Background: an optimization exercise with open tools, aiming at small area, a short achievable clock period and few clock cycles per item. Do not read the settings as production practice.
Function was checked by simulation only, so behaviour that the tests miss may differ from the original.

## flow/design.v (module list and top-level ports; edited modules follow where they fit)
// module obb_decode: 108 lines
// module obb_execute: 157 lines
// module obb_dot: 913 lines
// module obb_top: 42 lines
module obb_top (
    input  logic        clk,
    input  logic        rst,
    input  logic        wb_cyc,
    input  logic        wb_stb,
    input  logic        wb_we,
    input  logic [5:0]  wb_adr,
    input  logic [31:0] wb_dat_i,
    output logic        wb_ack,
    output logic [31:0] wb_dat_o
);
  // ...
==> flow/run.sh <==
#!/bin/bash
# synth_recipe.tcl (not shown) runs the flow's synth.tcl, then flattens the netlist and writes it again
# the make line also repeats each setting of config.mk as NAME=value (left out here)
make -C /OpenROAD-flow-scripts/flow DESIGN_CONFIG=/design/flow/config.mk WORK_HOME=/design/flow/orfs CLKGATE_MAP_FILE= SYNTH_SCRIPT=/design/flow/synth_recipe.tcl finish
==> flow/config.mk <==
export PLATFORM = sky130hd
export DESIGN_NAME = obb_top
export DESIGN_NICKNAME = obb_top
export VERILOG_FILES = /design/flow/design.v
export SDC_FILE = /design/flow/constraint.sdc
export NUM_CORES = 4
export LEC_CHECK = 0
export CAP_MARGIN = 20
export CORE_MARGIN = 2
export CORE_UTILIZATION = 40
export SLEW_MARGIN = 20
==> flow/constraint.sdc <==
create_clock -name core_clock -period 12.0 [get_ports {clk}]
set_input_delay 2.4000 -clock core_clock [delete_from_list [all_inputs] [get_ports {clk}]]
set_output_delay 2.4000 -clock core_clock [all_outputs]
set_load 0.01 [all_outputs]
==> flow_metrics.py, run 1 <==
metrics = {
    "finish": {
        "mostFrequentLayoutCell": "edfxtp_1",
        "clock_area_frac": 0.04578,
        "nNonClkInverters": 830,
        "nonClkBufAreaFrac": 0.03009,
        "fin_nets": 9937,
        "multi_input_area_share": 0.5111,
        "design_area_um2": 102000,
        "final_cell_mix": "1,016 x edfxtp_1, 823 x inv_1, 730 x nor2_1",
    },
    "hold_path": {
        "min-delay-start": "i_obb_execute.s1_last",
    },
    "global_routing": {
        "met1_usage": 0.4082,
        "grt_pass1_vias": 73110,
        "grt_usage": 0.3210,
    },
    "routing": {
        "wire_per_inst_um": 31.72,
        "drt_first_pass_iters": 7,
    },
    "placement": {
        "placed_area_um2": 97100,
        "dp.cells": 11800,
        "preCtsSetupSlack_ps": 2648,
    },
    "setup_path": {
        "worstSetupPathType": "flip-flop to flip-flop",
        "critPathMostFrequentCell": "fa_1",
        "end_kind": "flip-flop",
    },
    "run_status": {
        "outcome": "no timing/DRC/antenna violations",
    },
    "timing": {
        "setup_viol": 0,
        "slew_violations": 0,
    },
    "synthesis": {
        "ys_types": 81,
        "synthTopCellsByArea": "edfxtp_1 33%, fa_1 14%, dfxtp_1 5.0%",
        "synth_top_family_by_area": "adder cells",
        "synth_top_area_share": 0.3303,
        "yosysMostFrequentCell": "edfxtp_1",
    },
    "floorplan": {
        "fp-row-count": 176,
        "die_y_um": 484.5,
    },
    "run": {
        "maxCapViolations": 0,
    },
    "clock_network": {
        "clkSinkCount": 1246,
        "cts_buffers": 138,
        "ctsHoldBuffers": 0,
    },
}
Testbench counts, summed over its fixed seeds: cycles 6,144, jobs 128.
==> module obb_decode, before the edit <==
module obb_decode (
    input  logic         clk,
    input  logic         rst,
    input  logic         wb_cyc,
    input  logic         wb_stb,
    input  logic         wb_we,
    input  logic [5:0]   wb_adr,
    input  logic [31:0]  wb_dat_i,
    output logic         wb_ack,
    output logic [31:0]  wb_dat_o,
    output logic [479:0] pts,            
    output logic [143:0] axes,           
    output logic [2:0]   set,            
    input  logic [167:0] cache,          
    input  logic         fin             
);
    logic        ack;
    logic        busy;
    logic        done;
    logic        acc;
    logic        wr;
    logic        start;
    logic [31:0] wd;
    logic [31:0] rdata;
    logic [31:0] rdata_q;
    logic [29:0] pt  [0:15];
    logic [15:0] ax  [0:8];
    logic [27:0] pub [0:5];              
    assign acc   = wb_cyc && wb_stb && !ack;
    assign wr    = acc && wb_we && !busy;             
    assign start = wr && wb_adr == 6'h19 && wb_dat_i[0];
    assign wd    = rst ? 32'd0 : wb_dat_i;            
    always_ff @(posedge clk) begin
        for (int i = 0; i < 16; i++) begin
            if (rst || (wr && wb_adr == 6'(i))) begin
                pt[i] <= wd[29:0];
            end
        end
        for (int k = 0; k < 9; k++) begin
            if (rst || (wr && wb_adr == 6'(16 + k))) begin
                ax[k] <= wd[15:0];
            end
        end
    end
    always_comb begin
        for (int a = 0; a < 3; a++) begin
            set[a] = wr && (wb_adr[5:4] == 2'b00 ||
                            wb_adr == 6'(16 + 3*a) || wb_adr == 6'(17 + 3*a) || wb_adr == 6'(18 + 3*a));
        end
    end
    always_comb begin
        for (int i = 0; i < 16; i++) begin
            pts[30*i +: 30] = pt[i];
        end
        for (int a = 0; a < 3; a++) begin
            axes[48*a +: 48] = {ax[3*a+2], ax[3*a+1], ax[3*a]};
        end
    end
    always_ff @(posedge clk) begin
        if (rst) begin
            ack  <= 1'b0;
            busy <= 1'b0;
            done <= 1'b0;
        end else begin
            ack <= acc;
            if (start) begin
                busy <= 1'b1;
                done <= 1'b0;
            end else if (busy && fin) begin
                busy <= 1'b0;
                done <= 1'b1;
            end
        end
    end
    always_ff @(posedge clk) begin
        if (busy && fin) begin
            for (int a = 0; a < 3; a++) begin
                pub[2*a]   <= cache[56*a + 28 +: 28];
                pub[2*a+1] <= cache[56*a +: 28];
            end
        end
    end
    always_comb begin
        rdata = '0;
        case (wb_adr[5:4])
            2'b00: rdata = {2'b00, pt[wb_adr[3:0]]};
            2'b01: begin
                if (wb_adr[3:0] < 4'd9) begin
                    rdata = {{16{ax[wb_adr[3:0]][15]}}, ax[wb_adr[3:0]]};
                end else if (wb_adr[3:0] == 4'hA) begin
                    rdata[0] = busy && !fin;
                    rdata[1] = done || (busy && fin);
                end
            end
            2'b10: begin
                if (wb_adr[3:0] < 4'd6) begin
                    rdata = {{4{pub[wb_adr[2:0]][27]}}, pub[wb_adr[2:0]]};
                end
            end
            default: rdata = '0;
        endcase
    end
    always_ff @(posedge clk) begin
        rdata_q <= rdata;
    end
    assign wb_ack   = ack;
    assign wb_dat_o = rdata_q;
endmodule
==> module obb_execute, before the edit <==
module obb_execute (
    input  logic         clk,
    input  logic         rst,
    input  logic [479:0] pts,            
    input  logic [143:0] axes,           
    input  logic [2:0]   set,            
    output logic [167:0] cache,          
    output logic         fin             
);
    localparam int NL = 3;                       
    localparam int NC = (16 + NL - 1) / NL;      
    localparam int IW = 3;                       
    logic [2:0]  dirty;
    logic [2:0]  pend;
    logic        rd_act;
    logic [1:0]  rd_ax;
    logic [IW-1:0] rd_idx;
    logic        rd_last;
    logic        abort;
    logic        pick;
    logic [1:0]  pick_ax;
    logic        s1_v, s1_first, s1_last;
    logic [1:0]  s1_ax;
    logic [29:0] s1_pt [0:NL-1];
    logic        s2_v, s2_first, s2_last;
    logic [1:0]  s2_ax;
    logic signed [27:0] s2_p [0:NL-1];
    logic        s3_last;
    logic [1:0]  s3_ax;
    logic signed [27:0] wmin, wmax;
    logic [55:0] cache_q [0:2];
    assign rd_last = rd_act && rd_idx == IW'(NC - 1);
    assign abort   = rd_act && set[rd_ax];           
    assign pend    = dirty | set;
    assign pick    = (!rd_act || rd_last || abort) && pend != 3'b000;
    assign pick_ax = pend[0] ? 2'd0 : pend[1] ? 2'd1 : 2'd2;
    always_ff @(posedge clk) begin
        if (rst) begin
            dirty  <= 3'b111;
            rd_act <= 1'b0;
            rd_ax  <= 2'd0;
            rd_idx <= '0;
        end else if (pick) begin
            dirty  <= pend & ~(3'b001 << pick_ax);
            rd_act <= 1'b1;
            rd_ax  <= pick_ax;
            rd_idx <= '0;
        end else begin
            dirty <= pend;
            if (rd_last) begin
                rd_act <= 1'b0;
            end
            rd_idx <= rd_idx + 1'b1;
        end
    end
    always_ff @(posedge clk) begin
        if (rst) begin
            s1_v <= 1'b0;
        end else begin
            s1_v <= rd_act && !abort;
        end
        s1_first <= rd_idx == '0;
        s1_last  <= rd_last;
        s1_ax    <= rd_ax;
        for (int j = 0; j < NL; j++) begin
            s1_pt[j] <= lane_pt[j];
        end
    end
    logic [29:0] lane_pt [0:NL-1];
    always_comb begin
        for (int j = 0; j < NL; j++) begin
            lane_pt[j] = pts[30*15 +: 30];
            for (int c = 0; c < NC; c++) begin
                if (rd_idx == IW'(c) && c * NL + j < 16) begin
                    lane_pt[j] = pts[30 * (c * NL + j) +: 30];
                end
            end
        end
    end
    logic [47:0] s1_axis;
    assign s1_axis = s1_ax == 2'd0 ? axes[47:0] : s1_ax == 2'd1 ? axes[95:48] : axes[143:96];
    for (genvar j = 0; j < NL; j++) begin : g_lane
        logic [27:0] sa, sb;
        obb_dot i_obb_dot (
            .x  (s1_pt[j][9:0]),
            .y  (s1_pt[j][19:10]),
            .z  (s1_pt[j][29:20]),
            .ax (s1_axis[15:0]),
            .ay (s1_axis[31:16]),
            .az (s1_axis[47:32]),
            .sa (sa),
            .sb (sb)
        );
        always_ff @(posedge clk) begin
            s2_p[j] <= sa + sb;
        end
    end
    always_ff @(posedge clk) begin
        if (rst) begin
            s2_v <= 1'b0;
        end else begin
            s2_v <= s1_v && !(abort && s1_ax == rd_ax);
        end
        s2_first <= s1_first;
        s2_last  <= s1_last;
        s2_ax    <= s1_ax;
    end
    logic signed [27:0] lo [0:NL-1];
    logic signed [27:0] hi [0:NL-1];
    always_comb begin
        if (s2_p[0] < s2_p[1]) begin
            lo[1] = s2_p[0];
            hi[1] = s2_p[1];
        end else begin
            lo[1] = s2_p[1];
            hi[1] = s2_p[0];
        end
        lo[0] = s2_p[0];
        hi[0] = s2_p[0];
        for (int j = 2; j < NL; j++) begin
            lo[j] = s2_p[j] < lo[j-1] ? s2_p[j] : lo[j-1];
            hi[j] = s2_p[j] > hi[j-1] ? s2_p[j] : hi[j-1];
        end
    end
    always_ff @(posedge clk) begin
        if (rst) begin
            s3_last <= 1'b0;
        end else begin
            s3_last <= s2_v && s2_last && !(abort && s2_ax == rd_ax);
        end
        s3_ax <= s2_ax;
        if (s2_v) begin
            if (s2_first || lo[NL-1] < wmin) begin
                wmin <= lo[NL-1];
            end
            if (s2_first || hi[NL-1] > wmax) begin
                wmax <= hi[NL-1];
            end
        end
    end
    logic signed [28:0] sum, dif;
    assign sum = wmax + wmin;
    assign dif = wmax - wmin;
    always_ff @(posedge clk) begin
        for (int a = 0; a < 3; a++) begin
            if (s3_last && s3_ax == 2'(a)) begin
                cache_q[a] <= {sum[28:1], dif[28:1]};    
            end
        end
    end
    always_comb begin
        for (int a = 0; a < 3; a++) begin
            cache[56*a +: 56] = cache_q[a];
        end
    end
    assign fin = dirty == 3'b000 && !rd_act && !s1_v && !s2_v && !s3_last;
endmodule
==> module obb_top, before the edit <==
module obb_top (
    input  logic        clk,
    input  logic        rst,
    input  logic        wb_cyc,
    input  logic        wb_stb,
    input  logic        wb_we,
    input  logic [5:0]  wb_adr,
    input  logic [31:0] wb_dat_i,
    output logic        wb_ack,
    output logic [31:0] wb_dat_o
);
    logic [479:0] pts;
    logic [143:0] axes;
    logic [2:0]   set;
    logic [167:0] cache;
    logic         fin;
    obb_decode i_obb_decode (
        .clk      (clk),
        .rst      (rst),
        .wb_cyc   (wb_cyc),
        .wb_stb   (wb_stb),
        .wb_we    (wb_we),
        .wb_adr   (wb_adr),
        .wb_dat_i (wb_dat_i),
        .wb_ack   (wb_ack),
        .wb_dat_o (wb_dat_o),
        .pts      (pts),
        .axes     (axes),
        .set      (set),
        .cache    (cache),
        .fin      (fin)
    );
    obb_execute i_obb_execute (
        .clk   (clk),
        .rst   (rst),
        .pts   (pts),
        .axes  (axes),
        .set   (set),
        .cache (cache),
        .fin   (fin)
    );
endmodule
==> inputs of run 2 (changes only) <==
--- a/flow/design.v
+++ b/flow/design.v
@@ -13,9 +13,15 @@
     output logic [143:0] axes,           
     output logic [2:0]   set,            
     input  logic [167:0] cache,          
-    input  logic         fin             
+    input  logic         fin,            
+    output logic         bus_pt,         
+    output logic [2:0]   bus_idx,
+    input  logic [59:0]  lane_pt         
 );
     logic        ack;
+    logic        slow;                   
+    logic [4:0]  radr;                   
+    logic [31:0] sdata;
     logic        busy;
     logic        done;
     logic        acc;
@@ -27,7 +33,7 @@
     logic [29:0] pt  [0:15];
     logic [15:0] ax  [0:8];
     logic [27:0] pub [0:5];              
-    assign acc   = wb_cyc && wb_stb && !ack;
+    assign acc   = wb_cyc && wb_stb && !ack && !slow;
     assign wr    = acc && wb_we && !busy;             
     assign start = wr && wb_adr == 6'h19 && wb_dat_i[0];
     assign wd    = rst ? 32'd0 : wb_dat_i;            
@@ -60,10 +66,12 @@
     always_ff @(posedge clk) begin
         if (rst) begin
             ack  <= 1'b0;
+            slow <= 1'b0;
             busy <= 1'b0;
             done <= 1'b0;
         end else begin
-            ack <= acc;
+            slow <= acc && !wb_we && wb_adr < 6'h19;
+            ack  <= (acc && !(!wb_we && wb_adr < 6'h19)) || slow;
             if (start) begin
                 busy <= 1'b1;
                 done <= 1'b0;
@@ -81,28 +89,30 @@
             end
         end
     end
+    always_ff @(posedge clk) begin
+        radr <= wb_adr[4:0];
+    end
+    assign bus_pt  = slow && !radr[4];
+    assign bus_idx = radr[2:0];
+    always_comb begin
+        sdata = '0;
+        if (!radr[4]) begin
+            sdata = {2'b00, radr[3] ? lane_pt[59:30] : lane_pt[29:0]};
+        end else if (radr[3:0] < 4'd9) begin
+            sdata = {{16{ax[radr[3:0]][15]}}, ax[radr[3:0]]};
+        end
+    end
     always_comb begin
         rdata = '0;
-        case (wb_adr[5:4])
-            2'b00: rdata = {2'b00, pt[wb_adr[3:0]]};
-            2'b01: begin
-                if (wb_adr[3:0] < 4'd9) begin
-                    rdata = {{16{ax[wb_adr[3:0]][15]}}, ax[wb_adr[3:0]]};
-                end else if (wb_adr[3:0] == 4'hA) begin
-                    rdata[0] = busy && !fin;
-                    rdata[1] = done || (busy && fin);
-                end
-            end
-            2'b10: begin
-                if (wb_adr[3:0] < 4'd6) begin
-                    rdata = {{4{pub[wb_adr[2:0]][27]}}, pub[wb_adr[2:0]]};
-                end
-            end
-            default: rdata = '0;
-        endcase
+        if (wb_adr == 6'h1A) begin
+            rdata[0] = busy && !fin;
+            rdata[1] = done || (busy && fin);
+        end else if (wb_adr[5:3] == 3'b100 && wb_adr[2:1] != 2'b11) begin
+            rdata = {{4{pub[wb_adr[2:0]][27]}}, pub[wb_adr[2:0]]};
+        end
     end
     always_ff @(posedge clk) begin
-        rdata_q <= rdata;
+        rdata_q <= slow ? sdata : rdata;
     end
     assign wb_ack   = ack;
     assign wb_dat_o = rdata_q;
@@ -115,9 +125,12 @@
     input  logic [143:0] axes,           
     input  logic [2:0]   set,            
     output logic [167:0] cache,          
-    output logic         fin             
+    output logic         fin,            
+    input  logic         bus_pt,         
+    input  logic [2:0]   bus_idx,
+    output logic [59:0]  lane_pt         
 );
-    localparam int NL = 3;                       
+    localparam int NL = 2;                       
     localparam int NC = (16 + NL - 1) / NL;      
     localparam int IW = 3;                       
     logic [2:0]  dirty;
@@ -132,14 +145,9 @@
     logic        s1_v, s1_first, s1_last;
     logic [1:0]  s1_ax;
     logic [29:0] s1_pt [0:NL-1];
-    logic        s2_v, s2_first, s2_last;
-    logic [1:0]  s2_ax;
-    logic signed [27:0] s2_p [0:NL-1];
-    logic        s3_last;
-    logic [1:0]  s3_ax;
     logic signed [27:0] wmin, wmax;
     logic [55:0] cache_q [0:2];
-    assign rd_last = rd_act && rd_idx == IW'(NC - 1);
+    assign rd_last = rd_act && rd_idx == IW'(NC - 1) && !bus_pt;
     assign abort   = rd_act && set[rd_ax];           
     assign pend    = dirty | set;
     assign pick    = (!rd_act || rd_last || abort) && pend != 3'b000;
@@ -160,35 +168,41 @@
             if (rd_last) begin
                 rd_act <= 1'b0;
             end
-            rd_idx <= rd_idx + 1'b1;
+            if (!bus_pt) begin
+                rd_idx <= rd_idx + 1'b1;
+            end
         end
     end
     always_ff @(posedge clk) begin
         if (rst) begin
             s1_v <= 1'b0;
         end else begin
-            s1_v <= rd_act && !abort;
+            s1_v <= rd_act && !abort && !bus_pt;
         end
         s1_first <= rd_idx == '0;
         s1_last  <= rd_last;
         s1_ax    <= rd_ax;
-        for (int j = 0; j < NL; j++) begin
-            s1_pt[j] <= lane_pt[j];
-        end
+        s1_pt[0] <= lane_pt[29:0];
+        s1_pt[1] <= lane_pt[59:30];
     end
-    logic [29:0] lane_pt [0:NL-1];
+    logic [2:0] sel;
+    assign sel = bus_pt ? bus_idx : rd_idx;
     always_comb begin
-        for (int j = 0; j < NL; j++) begin
-            lane_pt[j] = pts[30*15 +: 30];
-            for (int c = 0; c < NC; c++) begin
-                if (rd_idx == IW'(c) && c * NL + j < 16) begin
-                    lane_pt[j] = pts[30 * (c * NL + j) +: 30];
+        for (int j = 0; j < 2; j++) begin
+            lane_pt[30*j +: 30] = '0;
+            for (int c = 0; c < 8; c++) begin
+                if (sel == 3'(c)) begin
+                    lane_pt[30*j +: 30] = pts[30 * (8*j + c) +: 30];
                 end
             end
         end
     end
     logic [47:0] s1_axis;
     assign s1_axis = s1_ax == 2'd0 ? axes[47:0] : s1_ax == 2'd1 ? axes[95:48] : axes[143:96];
+    logic        s2_v, s2_first, s2_last;
+    logic [1:0]  s2_ax;
+    logic [27:0] s2_sa [0:NL-1];
+    logic [27:0] s2_sb [0:NL-1];
     for (genvar j = 0; j < NL; j++) begin : g_lane
         logic [27:0] sa, sb;
         obb_dot i_obb_dot (
@@ -202,7 +216,8 @@
             .sb (sb)
         );
         always_ff @(posedge clk) begin
-            s2_p[j] <= sa + sb;
+            s2_sa[j] <= sa;
+            s2_sb[j] <= sb;
         end
     end
     always_ff @(posedge clk) begin
@@ -215,36 +230,44 @@
         s2_last  <= s1_last;
         s2_ax    <= s1_ax;
     end
-    logic signed [27:0] lo [0:NL-1];
-    logic signed [27:0] hi [0:NL-1];
-    always_comb begin
-        if (s2_p[0] < s2_p[1]) begin
-            lo[1] = s2_p[0];
-            hi[1] = s2_p[1];
+    logic signed [27:0] p0, p1;
+    logic        s3_v, s3_first, s3_last;
+    logic [1:0]  s3_ax;
+    logic signed [27:0] s3_lo, s3_hi;
+    assign p0 = s2_sa[0] + s2_sb[0];
+    assign p1 = s2_sa[1] + s2_sb[1];
+    always_ff @(posedge clk) begin
+        if (rst) begin
+            s3_v <= 1'b0;
         end else begin
-            lo[1] = s2_p[1];
-            hi[1] = s2_p[0];
+            s3_v <= s2_v && !(abort && s2_ax == rd_ax);
         end
-        lo[0] = s2_p[0];
-        hi[0] = s2_p[0];
-        for (int j = 2; j < NL; j++) begin
-            lo[j] = s2_p[j] < lo[j-1] ? s2_p[j] : lo[j-1];
-            hi[j] = s2_p[j] > hi[j-1] ? s2_p[j] : hi[j-1];
+        s3_first <= s2_first;
+        s3_last  <= s2_last;
+        s3_ax    <= s2_ax;
+        if (p0 < p1) begin
+            s3_lo <= p0;
+            s3_hi <= p1;
+        end else begin
+            s3_lo <= p1;
+            s3_hi <= p0;
         end
     end
+    logic        s4_last;
+    logic [1:0]  s4_ax;
     always_ff @(posedge clk) begin
         if (rst) begin
-            s3_last <= 1'b0;
+            s4_last <= 1'b0;
         end else begin
-            s3_last <= s2_v && s2_last && !(abort && s2_ax == rd_ax);
+            s4_last <= s3_v && s3_last && !(abort && s3_ax == rd_ax);
         end
-        s3_ax <= s2_ax;
-        if (s2_v) begin
-            if (s2_first || lo[NL-1] < wmin) begin
-                wmin <= lo[NL-1];
+        s4_ax <= s3_ax;
+        if (s3_v) begin
+            if (s3_first || s3_lo < wmin) begin
+                wmin <= s3_lo;
             end
-            if (s2_first || hi[NL-1] > wmax) begin
-                wmax <= hi[NL-1];
+            if (s3_first || s3_hi > wmax) begin
+                wmax <= s3_hi;
             end
         end
     end
@@ -253,7 +276,7 @@
     assign dif = wmax - wmin;
     always_ff @(posedge clk) begin
         for (int a = 0; a < 3; a++) begin
-            if (s3_last && s3_ax == 2'(a)) begin
+            if (s4_last && s4_ax == 2'(a)) begin
                 cache_q[a] <= {sum[28:1], dif[28:1]};    
             end
         end
@@ -263,7 +286,7 @@
             cache[56*a +: 56] = cache_q[a];
         end
     end
-    assign fin = dirty == 3'b000 && !rd_act && !s1_v && !s2_v && !s3_last;
+    assign fin = dirty == 3'b000 && !rd_act && !s1_v && !s2_v && !s3_v && !s4_last;
 endmodule
 `timescale 1ns/1ps
 module obb_dot (
@@ -1196,6 +1219,9 @@
     logic [2:0]   set;
     logic [167:0] cache;
     logic         fin;
+    logic         bus_pt;
+    logic [2:0]   bus_idx;
+    logic [59:0]  lane_pt;
     obb_decode i_obb_decode (
         .clk      (clk),
         .rst      (rst),
@@ -1210,7 +1236,10 @@
         .axes     (axes),
         .set      (set),
         .cache    (cache),
-        .fin      (fin)
+        .fin      (fin),
+        .bus_pt   (bus_pt),
+        .bus_idx  (bus_idx),
+        .lane_pt  (lane_pt)
     );
     obb_execute i_obb_execute (
         .clk   (clk),
@@ -1219,6 +1248,9 @@
         .axes  (axes),
         .set   (set),
         .cache (cache),
-        .fin   (fin)
+        .fin     (fin),
+        .bus_pt  (bus_pt),
+        .bus_idx (bus_idx),
+        .lane_pt (lane_pt)
     );
 endmodule
==> run 2 against run 1 <==
Effect of this change: first-iteration DRC count decreased by 41%; final area decreased by 17%; setup slack improved by 3200 ps; sequential cell count increased by 57; clock-buffer cell count increased by 1; die area decreased by 17%; sequential share of layout area increased by 8.3 points; register-to-register slack improved by 3200 ps; maximum frequency increased by 50%.
==> flow_metrics.py, run 2 <==
metrics = {
    "synthesis": {
        "muxShareOfSynthArea": 0.02659,
        "synth_top_area_share": 0.3980,
        "ys_top_cells_by_count": "1,016 x edfxtp_1, 645 x nand2_1, 518 x inv_1, 440 x fa_1, 420 x a21oi_1",
        "avgSynthCellArea_um2": 11.18,
        "yosysMostFrequentCell": "edfxtp_1",
        "synth_warnings": 13,
        "synthTopCellsByArea": "edfxtp_1 40%, fa_1 11%, dfxtp_1 7.5%",
        "syn_inst": 6854,
        "synth_nets": 7562,
        "async_flop_share": 0,
        "synth_top_family_by_area": "adder cells",
        "syn_area_um2": 76660,
        "synth-adder-area-share": 0.1516,
        "synth_edf_count": 1016,
        "ys.flop_type": "edfxtp_1",
        "ys_types": 101,
        "yosysSeqAreaShare": 0.4729,
        "synth_top_area_cell": "edfxtp_1",
        "ys_ff_latch": 1303,
        "synth_xor_area_frac": 0.06397,
        "synthSimpleGateAreaFrac": 0.08660,
        "synth_compound_area_frac": 0.1431,
    },
    "timing": {
        "finalSetupTns_ps": 0,
        "slew_violations": 0,
        "setup_viol": 0,
        "rsz0062_at_grt": "no",
        "maxSlewHeadroom": 0.2191,
        "min_period_over_period": 0.5347,
        "fin_crit_ps": 6416,
        "fmax_mhz": 155.9,
        "skew_ps": 58.85,
        "tightest_slew_ps": 1139,
        "hold_viol": 0,
        "hold_slack_ps": 326.6,
    },
    "floorplan": {
        "die-width_um": 441.8,
        "fp-row-count": 160,
        "start_util": 0.4026,
        "io_pins": 76,
        "core_area_um2": 190400,
        "die_y_um": 441.8,
        "dieArea_um2": 195200,
    },
    "finish": {
        "largestRegisters": "i_obb_decode.pt x480, i_obb_decode.pub x168, i_obb_execute.cache_q x168",
        "utilization": 0.4457,
        "multi_input_area_um2": 36770,
        "regMostFlops": "i_obb_decode.pt",
        "mostFrequentLayoutCell": "edfxtp_1",
        "design_area_um2": 84860,
        "fin_nets": 7418,
        "drive_above_1_share": 0.08984,
        "final_cell_mix": "1,016 x edfxtp_1, 645 x nand2_1, 518 x inv_1",
        "seq_area_um2": 36260,
        "syn2layout_area_growth_pct": 10.70,
        "largest_register_ffs": 480,
        "fill_cells": 17400,
    },
    "setup_path": {
        "worstRegToRegCells": 16,
        "worstSetupPathType": "flip-flop to flip-flop",
        "timing.reg2reg.setup_slack_ps": 5580,
        "end_kind": "flip-flop",
        "crit_chain": "buf_4, nor2_1, a21oi_2, buf_4, nand2b_1, o211ai_1, o21a_1, fa_1, inv_1, fa_1, inv_1, fa_1, fa_1, fa_1, inv_1, fa_1",
        "rr_endpoint": "i_obb_execute.s2_sa[0][9]",
        "crit_path_end": "i_obb_execute.s2_sa[0][9]",
        "path_buf_inv": 5,
        "r2r-start": "i_obb_execute.s1_ax[1]",
        "path_max_fanout": 66,
        "cpLargestDelayFamily": "adder cells",
        "critPathMostFrequentCell": "fa_1",
        "cp.arrival_ps": 7050,
        "slowest_delay_ps": 910,
        "cp-start-kind": "flip-flop",
        "worstSetupStartpoint": "i_obb_execute.s1_ax[1]",
        "cp_num_cells": 16,
        "critPathRequiredTime_ps": 12640,
        "slowest_stage": "buf_4",
    },
    "global_routing": {
        "overflow": 0,
        "grt_max_degree": 126,
        "antenna_found_initial": 12,
        "grt_pass1_vias": 53020,
        "grt_pass1_wl_mm": 359.1,
        "grt_usage": 0.2491,
    },
    "clock_network": {
        "cts_tree": "yes",
        "cts-root-buf": "clkbuf_16",
        "clock_latency_ps": 820,
        "path_clk_slew_ps": 60,
        "cts.path.max_buffers": 3,
        "cts_buffers": 141,
        "clkSinkCount": 1303,
        "cts-resized-gates": 0,
        "cts_setup_buffers": 0,
        "ctsHoldBuffers": 0,
        "htree_levels": 4,
    },
    "routing": {
        "drc": 0,
        "postRouteAntennaNets": 0,
        "drt-initial-drc-count": 6368,
        "drt_first_pass_iters": 6,
        "wire_per_inst_um": 26.64,
        "vias": 54520,
        "drt-vias-per-instance": 5.839,
        "routed_wl_mm": 248.7,
    },
    "hold_path": {
        "hp-class": "flip-flop to flip-flop",
    },
    "placement": {
        "portBuffers": 73,
        "placed_area_um2": 80190,
        "dp_hpwl_mm": 170.6,
        "gp_congestion": 0.9334,
    },
    "run": {
        "maxCapViolations": 0,
    },
    "run_status": {
        "outcome": "no timing/DRC/antenna violations",
    },
}
## run 2: metal layers
layer	up-vias	wire length, um	global-route usage
li1	23970	-	-
met1	27180	102000	0.3339
met2	2775	111900	0.3909
met3	587	22310	0.04759
met4	4	12440	0.1149
met5	-	27	0
## run 2: area by class of cell
type,instances,area share
multi-input cells,4486,0.4333
flip-flops and latches,1303,0.4273
repair buffers,255,0.02489
inverters,523,0.02313
diodes,2,0.00005898
well taps,2511,0.03702
clock buffers,184,0.04493
clock inverters,72,0.009289
## run 2: how the worst min path moves through the flow
stage | startpoint | end | depth (start not counted)
detailed placement | i_obb_execute.s2_last | i_obb_execute.s3_last | 0
finish | i_obb_execute.s2_last | i_obb_execute.s3_last | 0
global placement | i_obb_execute.s2_last | i_obb_execute.s3_last | 0
global route | i_obb_execute.s1_first | i_obb_execute.s2_first | 0
floorplan | i_obb_execute.s1_first | i_obb_execute.s2_first | 0
CTS | i_obb_execute.s2_last | i_obb_execute.s3_last | 0
## run 2: logic make-up after synthesis
family	count (synthesis)
fa+ha+maj	665
buf+inv	1065
simple gates	1502
xor+xnor	559
mux	196
compound gates	1564
flops	1303
## run 2: stage by stage
stage          cells  setup WS [ps]
2_1_floorplan   6854           6744
3_3_place_gp    9076           5690
3_5_place_dp    9078           5616
4_1_cts         9334           5579
5_1_grt         9334           5289
6_report        9336           5584
Testbench counts of run 2, summed over its fixed seeds: cycles 7,168, jobs 128.
==> inputs of run 3 (changes only) <==
--- a/flow/design.v
+++ b/flow/design.v
@@ -102,17 +102,28 @@
             sdata = {{16{ax[radr[3:0]][15]}}, ax[radr[3:0]]};
         end
     end
+    logic       sel_st;
+    logic       sel_res;
+    logic [27:0] res;
+    assign sel_st  = wb_adr == 6'h1A;
+    assign sel_res = wb_adr[5:3] == 3'b100 && wb_adr[2:1] != 2'b11;
     always_comb begin
-        rdata = '0;
-        if (wb_adr == 6'h1A) begin
-            rdata[0] = busy && !fin;
-            rdata[1] = done || (busy && fin);
-        end else if (wb_adr[5:3] == 3'b100 && wb_adr[2:1] != 2'b11) begin
-            rdata = {{4{pub[wb_adr[2:0]][27]}}, pub[wb_adr[2:0]]};
-        end
+        case (wb_adr[2:0])
+            3'd0:    res = pub[0];
+            3'd1:    res = pub[1];
+            3'd2:    res = pub[2];
+            3'd3:    res = pub[3];
+            3'd4:    res = pub[4];
+            default: res = pub[5];
+        endcase
+    end
+    always_comb begin
+        rdata    = sel_res ? {{4{res[27]}}, res} : 32'd0;
+        rdata[0] = rdata[0] || (sel_st && busy && !fin);
+        rdata[1] = rdata[1] || (sel_st && (done || (busy && fin)));
     end
     always_ff @(posedge clk) begin
-        rdata_q <= slow ? sdata : rdata;
+        rdata_q <= rdata | (slow ? sdata : 32'd0);
     end
     assign wb_ack   = ack;
     assign wb_dat_o = rdata_q;
@@ -145,6 +156,16 @@
     logic        s1_v, s1_first, s1_last;
     logic [1:0]  s1_ax;
     logic [29:0] s1_pt [0:NL-1];
+    logic [47:0] s1_axis;
+    logic        s2_v, s2_first, s2_last;
+    logic [1:0]  s2_ax;
+    logic [27:0] s2_sa [0:NL-1];
+    logic [27:0] s2_sb [0:NL-1];
+    logic        s3_v, s3_first, s3_last;
+    logic [1:0]  s3_ax;
+    logic signed [27:0] s3_p [0:NL-1];
+    logic        s4_last;
+    logic [1:0]  s4_ax;
     logic signed [27:0] wmin, wmax;
     logic [55:0] cache_q [0:2];
     assign rd_last = rd_act && rd_idx == IW'(NC - 1) && !bus_pt;
@@ -177,13 +198,14 @@
         if (rst) begin
             s1_v <= 1'b0;
         end else begin
-            s1_v <= rd_act && !abort && !bus_pt;
+            s1_v <= rd_act && !bus_pt;
         end
         s1_first <= rd_idx == '0;
-        s1_last  <= rd_last;
+        s1_last  <= rd_idx == IW'(NC - 1);
         s1_ax    <= rd_ax;
         s1_pt[0] <= lane_pt[29:0];
         s1_pt[1] <= lane_pt[59:30];
+        s1_axis  <= rd_ax == 2'd0 ? axes[47:0] : rd_ax == 2'd1 ? axes[95:48] : axes[143:96];
     end
     logic [2:0] sel;
     assign sel = bus_pt ? bus_idx : rd_idx;
@@ -197,12 +219,6 @@
             end
         end
     end
-    logic [47:0] s1_axis;
-    assign s1_axis = s1_ax == 2'd0 ? axes[47:0] : s1_ax == 2'd1 ? axes[95:48] : axes[143:96];
-    logic        s2_v, s2_first, s2_last;
-    logic [1:0]  s2_ax;
-    logic [27:0] s2_sa [0:NL-1];
-    logic [27:0] s2_sb [0:NL-1];
     for (genvar j = 0; j < NL; j++) begin : g_lane
         logic [27:0] sa, sb;
         obb_dot i_obb_dot (
@@ -224,51 +240,42 @@
         if (rst) begin
             s2_v <= 1'b0;
         end else begin
-            s2_v <= s1_v && !(abort && s1_ax == rd_ax);
+            s2_v <= s1_v;
         end
         s2_first <= s1_first;
         s2_last  <= s1_last;
         s2_ax    <= s1_ax;
     end
-    logic signed [27:0] p0, p1;
-    logic        s3_v, s3_first, s3_last;
-    logic [1:0]  s3_ax;
-    logic signed [27:0] s3_lo, s3_hi;
-    assign p0 = s2_sa[0] + s2_sb[0];
-    assign p1 = s2_sa[1] + s2_sb[1];
     always_ff @(posedge clk) begin
         if (rst) begin
             s3_v <= 1'b0;
         end else begin
-            s3_v <= s2_v && !(abort && s2_ax == rd_ax);
+            s3_v <= s2_v;
         end
         s3_first <= s2_first;
         s3_last  <= s2_last;
         s3_ax    <= s2_ax;
-        if (p0 < p1) begin
-            s3_lo <= p0;
-            s3_hi <= p1;
-        end else begin
-            s3_lo <= p1;
-            s3_hi <= p0;
-        end
+        s3_p[0]  <= s2_sa[0] + s2_sb[0];
+        s3_p[1]  <= s2_sa[1] + s2_sb[1];
     end
-    logic        s4_last;
-    logic [1:0]  s4_ax;
+    logic c01, l0, l1, g0, g1;
+    assign c01 = s3_p[0] < s3_p[1];
+    assign l0  = s3_p[0] < wmin;
+    assign l1  = s3_p[1] < wmin;
+    assign g0  = s3_p[0] > wmax;
+    assign g1  = s3_p[1] > wmax;
     always_ff @(posedge clk) begin
         if (rst) begin
             s4_last <= 1'b0;
         end else begin
-            s4_last <= s3_v && s3_last && !(abort && s3_ax == rd_ax);
+            s4_last <= s3_v && s3_last;
         end
         s4_ax <= s3_ax;
-        if (s3_v) begin
-            if (s3_first || s3_lo < wmin) begin
-                wmin <= s3_lo;
-            end
-            if (s3_first || s3_hi > wmax) begin
-                wmax <= s3_hi;
-            end
+        if (s3_v && (s3_first || (c01 ? l0 : l1))) begin
+            wmin <= c01 ? s3_p[0] : s3_p[1];
+        end
+        if (s3_v && (s3_first || (c01 ? g1 : g0))) begin
+            wmax <= c01 ? s3_p[1] : s3_p[0];
         end
     end
     logic signed [28:0] sum, dif;
==> run 3 against run 2 <==
Effect of this change: worst hold slack is essentially flat; clock-buffer cell count grew 5; non-clock buffer count grew 13; final cell count grew 0.86%; register-to-register slack gained 710 ps; sequential cell count grew 48; critical path type unchanged; critical endpoint is now i_obb_execute.s2_sa[1][14].
==> flow_metrics.py, run 3 <==
metrics = {
    "hold_path": {
        "hp-class": "flip-flop to flip-flop",
        "worstHoldPathCells": 0,
    },
    "synthesis": {
        "synth_warnings": 15,
        "ys.flop_type": "edfxtp_1",
        "syn_inst": 6838,
        "synth_top_area_share": 0.3902,
        "ys_types": 88,
        "yosysMostFrequentCell": "edfxtp_1",
        "ys_top_cells_by_count": "1,016 x edfxtp_1, 569 x nand2_1, 519 x nor2_1, 513 x inv_1, 440 x fa_1",
        "synth_nets": 7601,
        "yosysSeqAreaShare": 0.4760,
        "syn_area_um2": 78190,
        "async_flop_share": 0,
        "avgSynthCellArea_um2": 11.43,
        "ys_ff_latch": 1351,
        "synthTopCellsByArea": "edfxtp_1 39%, fa_1 11%, dfxtp_1 8.6%",
        "synth_top_area_cell": "edfxtp_1",
        "synth_edf_count": 1016,
    },
    "global_routing": {
        "overflow": 0,
        "grt_pass1_vias": 53150,
        "grt_max_degree": 99,
        "antenna_found_initial": 7,
        "grt_usage": 0.2478,
        "grt_pass1_wl_mm": 362.1,
    },
    "timing": {
        "fmax_mhz": 175.3,
        "hold_viol": 0,
        "fin_crit_ps": 5705,
        "slew_violations": 0,
        "maxSlewHeadroom": 0.1737,
        "worst_slack_ps": 6295,
        "finalSetupTns_ps": 0,
        "tightest_slew_ps": 1234,
        "setup_viol": 0,
        "min_period_over_period": 0.4754,
        "skew_ps": 51.63,
        "rsz0062_at_grt": "no",
        "hold_slack_ps": 326.4,
    },
    "finish": {
        "syn2layout_area_growth_pct": 10.79,
        "regMostFlops": "i_obb_decode.pt",
        "drive_above_1_share": 0.09139,
        "largestRegisters": "i_obb_decode.pt x480, i_obb_decode.pub x168, i_obb_execute.cache_q x168",
        "final_cell_mix": "1,016 x edfxtp_1, 569 x nand2_1, 513 x inv_1",
        "seq_area_um2": 37220,
        "largest_register_ffs": 480,
        "multi_input_area_um2": 37280,
        "design_area_um2": 86620,
        "mostFrequentLayoutCell": "edfxtp_1",
        "fill_cells": 17850,
        "fin_nets": 7516,
    },
    "routing": {
        "wire_per_inst_um": 26.35,
        "drt-vias-per-instance": 5.791,
        "routed_wl_mm": 248.1,
        "postRouteAntennaNets": 0,
        "drt-initial-drc-count": 6281,
        "drc": 0,
        "drt_first_pass_iters": 8,
        "vias": 54530,
    },
    "clock_network": {
        "ctsHoldBuffers": 0,
        "cts_tree": "yes",
        "htree_levels": 4,
        "cts-root-buf": "clkbuf_16",
        "path_clk_slew_ps": 60,
        "cts.path.max_buffers": 3,
        "cts_setup_buffers": 0,
        "clkSinkCount": 1351,
        "cts-resized-gates": 0,
        "clock_latency_ps": 810,
        "cts_buffers": 147,
    },
    "floorplan": {
        "dieArea_um2": 199000,
        "core_area_um2": 194600,
        "io_pins": 76,
        "fp-row-count": 162,
        "start_util": 0.4018,
        "die-width_um": 446.1,
        "die_y_um": 446.1,
    },
    "setup_path": {
        "cp.arrival_ps": 6320,
        "worstRegToRegCells": 12,
        "timing.reg2reg.setup_slack_ps": 6290,
        "worstSetupPathType": "flip-flop to flip-flop",
        "path_max_fanout": 20,
        "end_kind": "flip-flop",
        "critPathRequiredTime_ps": 12610,
        "cp-start-kind": "flip-flop",
    },
    "placement": {
        "preCtsSetupSlack_ps": 6256,
        "placed_area_um2": 81750,
        "dp_hpwl_mm": 172.9,
        "portBuffers": 73,
        "gp_congestion": 0.9385,
    },
    "run": {
        "maxCapViolations": 0,
    },
    "run_status": {
        "outcome": "no timing/DRC/antenna violations",
    },
}
[run 3: changes by cell type in the layout (fill, tap and decap cells not counted), sizes merged, moves of 98 or more]
cell | before | now
a21oi | 441 | 252
o21ai | 231 | 350
a221oi | 214 | 96
o221ai | 173 | 55
a211oi | 20 | 120
nor2 | 421 | 519
[run 3: final timing paths]
path	to	from
worst max-delay path	i_obb_execute.s2_sa[1][14]	i_obb_execute.s1_pt[1][9]
worst min-delay path	i_obb_execute.s2_first	i_obb_execute.s1_first
worst max register to register	i_obb_execute.s2_sa[1][14]	i_obb_execute.s1_pt[1][9]
worst min register to register	i_obb_execute.s2_first	i_obb_execute.s1_first
[run 3: critical path, cell delays in order (launching register included)]
cell	delay, ps
dfxtp_1	1040
nand2_1	650
o22ai_1	380
a21oi_1	100
fa_1	530
inv_1	50
fa_1	470
inv_1	60
fa_1	550
fa_1	480
fa_1	560
inv_1	60
fa_1	570
[run 3: through the flow]
step                instances  utilization
finish                   9416       0.4452
global route             9414       0.4451
CTS                      9413       0.4449
detailed placement       9145       0.4201
global placement         9144       0.4201
floorplan                6838            -
[run 3: kinds of logic after synthesis]
logic type	share of synthesized area
compound gates	0.1282
xor+xnor	0.06127
fa+ha+maj	0.1575
buf+inv	0.05049
flops	0.4760
mux	0.04338
simple gates	0.08317
[run 3: area by class of cell]
cell class              count  share of cell area
multi-input cells        4469              0.4304
clock buffers             189             0.04627
flip-flops and latches   1351              0.4297
well taps                2542             0.03672
clock inverters            79            0.009346
inverters                 516             0.02236
diodes                      2          0.00005778
repair buffers            268             0.02513
[run 3: metal layers]
layer | part of all wire | global-route usage | vias to the layer above | wire [um]
met2 | 0.45 | 0.3831 | 2519 | 112400
met5 | 0.000069 | 0 | - | 17
met3 | 0.078 | 0.03927 | 484 | 19230
met4 | 0.059 | 0.1320 | 2 | 14610
met1 | 0.41 | 0.3354 | 27410 | 101800
li1 | - | - | 24110 | -
Testbench counts of run 3, summed over its fixed seeds: cycles 7,168, jobs 128.

## what the ideal ports hide
Ports are ideal in the flow. The routed layouts listed here were re-timed in OpenROAD.
Step 1 sets driving cells, clkbuf_16 on the clock port and buf_2 on the other inputs (assumed; they add their load-dependent delay and slew).
Step 2, shift: input delay + t, output delay - t, t = (earliest + latest rising clock arrival at the registers) / 2. This alone moves slack from input paths to output paths.
Three values: ideal, step 1, step 2; two values: the first two.
run	t, ns	setup slack, ns	worst hold slack (ns)	worst setup path at the end	latest minus earliest clock arrival (ns)
run 1	0.920	2.383 / 2.383 / 2.383	0.325 / 0.325 / 0.325	register to register	0.089 / 0.089
run 2	0.877	5.584 / 5.584 / 5.584	0.327 / 0.327 / 0.327	register to register	0.061 / 0.061
run 3	0.873	6.295 / 6.295 / 6.204	0.326 / 0.326 / 0.326	input to register	0.056 / 0.057
After both steps setup and hold are still met in every run listed. The setup slack of run 3, which loses most, moves by 0.000 ns with the drivers and by -0.091 ns with both steps.
